This design comes from an exercise in tuning for small area, a short achievable clock period and few clock cycles per item on the open sky130 flow, not from production work.
The RTL was checked by simulation tests, not by an equivalence proof against the original design.

==> try-garnet <==
## fp_mult_pipe
module fp_mult_pipe #(
    parameter int EXP_W = 8,
    parameter int MAN_W = 23
) (
    input  logic                   clk,
    input  logic                   rst_n,
    input  logic                   in_valid,
    output logic                   in_ready,
    input  logic [EXP_W+MAN_W:0]   a,
    input  logic [EXP_W+MAN_W:0]   b,
    output logic                   out_valid,
    input  logic                   out_ready,
    output logic [EXP_W+MAN_W:0]   product,
    output logic [4:0]             flags
);
clock: 12.0 ns
lec_check: 0
abc_area: 1
cap_margin: 20
core_margin: 2
core_utilization: 48
setup_slack_margin: 5
slew_margin: 20
tns_end_percent: 0
standard.sh (not shown) runs the stock make flow with config.mk's settings and CLKGATE_MAP_FILE= SYNTH_SCRIPT=/design/flow/synth_recipe.tcl, a recipe that flattens the netlist after the stock synthesis.
==> flow/flow/run.sh <==
#!/bin/bash
# Standard ORFS layout through standard.sh, with three changes to how it is made:
#  - Yosys's quick ABC pass inside "synth" is skipped (SYNTH_ARGS=-noabc), so the
#    full-adder extraction sees the RTL's adder expressions directly; the final
#    ABC mapping, register mapping and naming are unchanged.
#  - ports are buffered with buf_2 cells instead of the delay cells buffer_ports
#    picks on its own (still one buffer on every input and output port);
#  - timing repair aims past the standard flow's slack target (SETUP_SLACK_MARGIN), which
#    shortens the achieved period. The SDC and clock period are the standard flow's.
# Each tool's full output goes to standard_flow.log and ORFS's own logs/.
set -euo pipefail
cd "$(dirname "$0")/.."
MARGIN=$(cat flow/margin.txt 2>/dev/null || echo 6.5)
bash standard.sh SYNTH_ARGS=-noabc SETUP_SLACK_MARGIN=$MARGIN "BUFFER_PORTS_ARGS=-buffer_cell sky130_fd_sc_hd__buf_2" finish > standard_flow.log 2>&1
==> flow/flow/margin.txt <==
6.0
==> try-juniper: changes against try-garnet <==
==> flow/flow/run.sh (replaced) <==
#!/bin/bash
# Standard ORFS layout through standard.sh, with three changes to how it is made:
#  - Yosys's quick ABC pass inside "synth" is skipped (SYNTH_ARGS=-noabc), so the
#    full-adder extraction sees the RTL's adder expressions directly; the final
#    ABC mapping, register mapping and naming are unchanged.
#  - ports are buffered with buf_1 cells instead of the delay cells buffer_ports
#    picks on its own (still one buffer on every input and output port);
#  - timing repair aims past the standard flow's slack target (SETUP_SLACK_MARGIN), which
#    shortens the achieved period. The SDC and clock period are the standard flow's.
# Each tool's full output goes to standard_flow.log and ORFS's own logs/.
set -euo pipefail
cd "$(dirname "$0")/.."
MARGIN=$(cat flow/margin.txt 2>/dev/null || echo 6.5)
bash standard.sh SYNTH_ARGS=-noabc SETUP_SLACK_MARGIN=$MARGIN "BUFFER_PORTS_ARGS=-buffer_cell sky130_fd_sc_hd__buf_1" finish > standard_flow.log 2>&1
==> try-cedar: changes against try-garnet <==
- CORE_UTILIZATION: 48 -> 40
==> flow_metrics.env <==
export IMPL_die_area_sq_mm=0.0478
export IMPL_comb_power_mw=5.17
export IMPL_grt_usage_pct=24.7
export IMPL_p_comb_share_pct=83.9
export IMPL_core_area_sq_mm=0.0455
export IMPL_num_tap_cells=600
export IMPL_buffer_area_share_pct=5.00
export IMPL_diodes=0
export IMPL_syn_to_final_growth_pct=10.6
export IMPL_routedWlPerCell_um=21.5
export IMPL_p_clk_share_pct=4.5
export IMPL_final_cell_area_sq_mm=0.0204
export IMPL_status="no timing/DRC/antenna violations"
the above is filed under try-cedar

==> flow_metrics.env <==
export IMPL_status="no timing/DRC/antenna violations"
export IMPL_final_cell_area_sq_mm=0.0202
export IMPL_routedWlPerCell_um=21.8
export IMPL_die_area_sq_mm=0.0400
export IMPL_diodes=1
export IMPL_grt_usage_pct=30.2
export IMPL_num_tap_cells=511
export IMPL_buffer_area_share_pct=5.06
export IMPL_p_clk_share_pct=4.8
export IMPL_core_area_sq_mm=0.0378
export IMPL_synthSimpleGateAreaFrac_pct=14.5
the above is filed under try-garnet

==> flow_metrics.env <==
export IMPL_core_area_sq_mm=0.0378
export IMPL_antenna_found_initial=1
export IMPL_num_tap_cells=511
export IMPL_final_cell_area_sq_mm=0.0203
export IMPL_routed_wl_mm=61.4
export IMPL_clock_latency_ps=370
export IMPL_die_area_sq_mm=0.0400
export IMPL_comb_power_mw=5.19
export IMPL_syn_to_final_growth_pct=10.1
export IMPL_grt_usage_pct=30.7
export IMPL_routedWlPerCell_um=22.5
export IMPL_status="no timing/DRC/antenna violations"
export IMPL_clock_area_share_pct=1.60
export IMPL_diodes=0
export IMPL_grtUsageMet2_pct=45.9
export IMPL_p_comb_share_pct=83.4
the above is filed under try-juniper

Testbench counts of try-garnet, summed over its fixed seeds: cycles 8,008, items 8,000.
Testbench counts of try-juniper, summed over its fixed seeds: cycles 8,008, items 8,000.
Testbench counts of try-cedar, summed over its fixed seeds: cycles 8,008, items 8,000.

-- afterwards: timing with drivers on the ports --
In the flow no input, the clock included, has a driving cell. The finished layouts below were timed again as built, in two steps. Step 1 assumes that a clkbuf_16 drives the clock port and a buf_2 every other input. Step 2 adds t to the input delays and takes it off the output delays; t is the mean of the earliest and latest rising clock arrival at the registers after step 1. Input paths then give back, and output paths get back, about the clock's delay inside the block. Three values: ideal, step 1, step 2; two values: the first two.
run	t (ns)	slack for setup (ns)	hold slack, ns	worst data-port slew with drivers (ns)	pins driven straight from the clock port
try-garnet	0.427	6.010 / 6.040 / 5.613	0.796 / 0.796 / 0.796	0.15	1
try-juniper	0.414	5.986 / 6.002 / 5.587	0.798 / 0.798 / 0.798	0.10	1
try-cedar	0.415	5.949 / 5.981 / 5.566	0.684 / 0.684 / 0.684	0.14	1
After both steps every run listed still meets setup and hold. For try-juniper, which loses most, drivers alone change the setup slack by +0.016 ns; drivers and shift together by -0.399 ns.
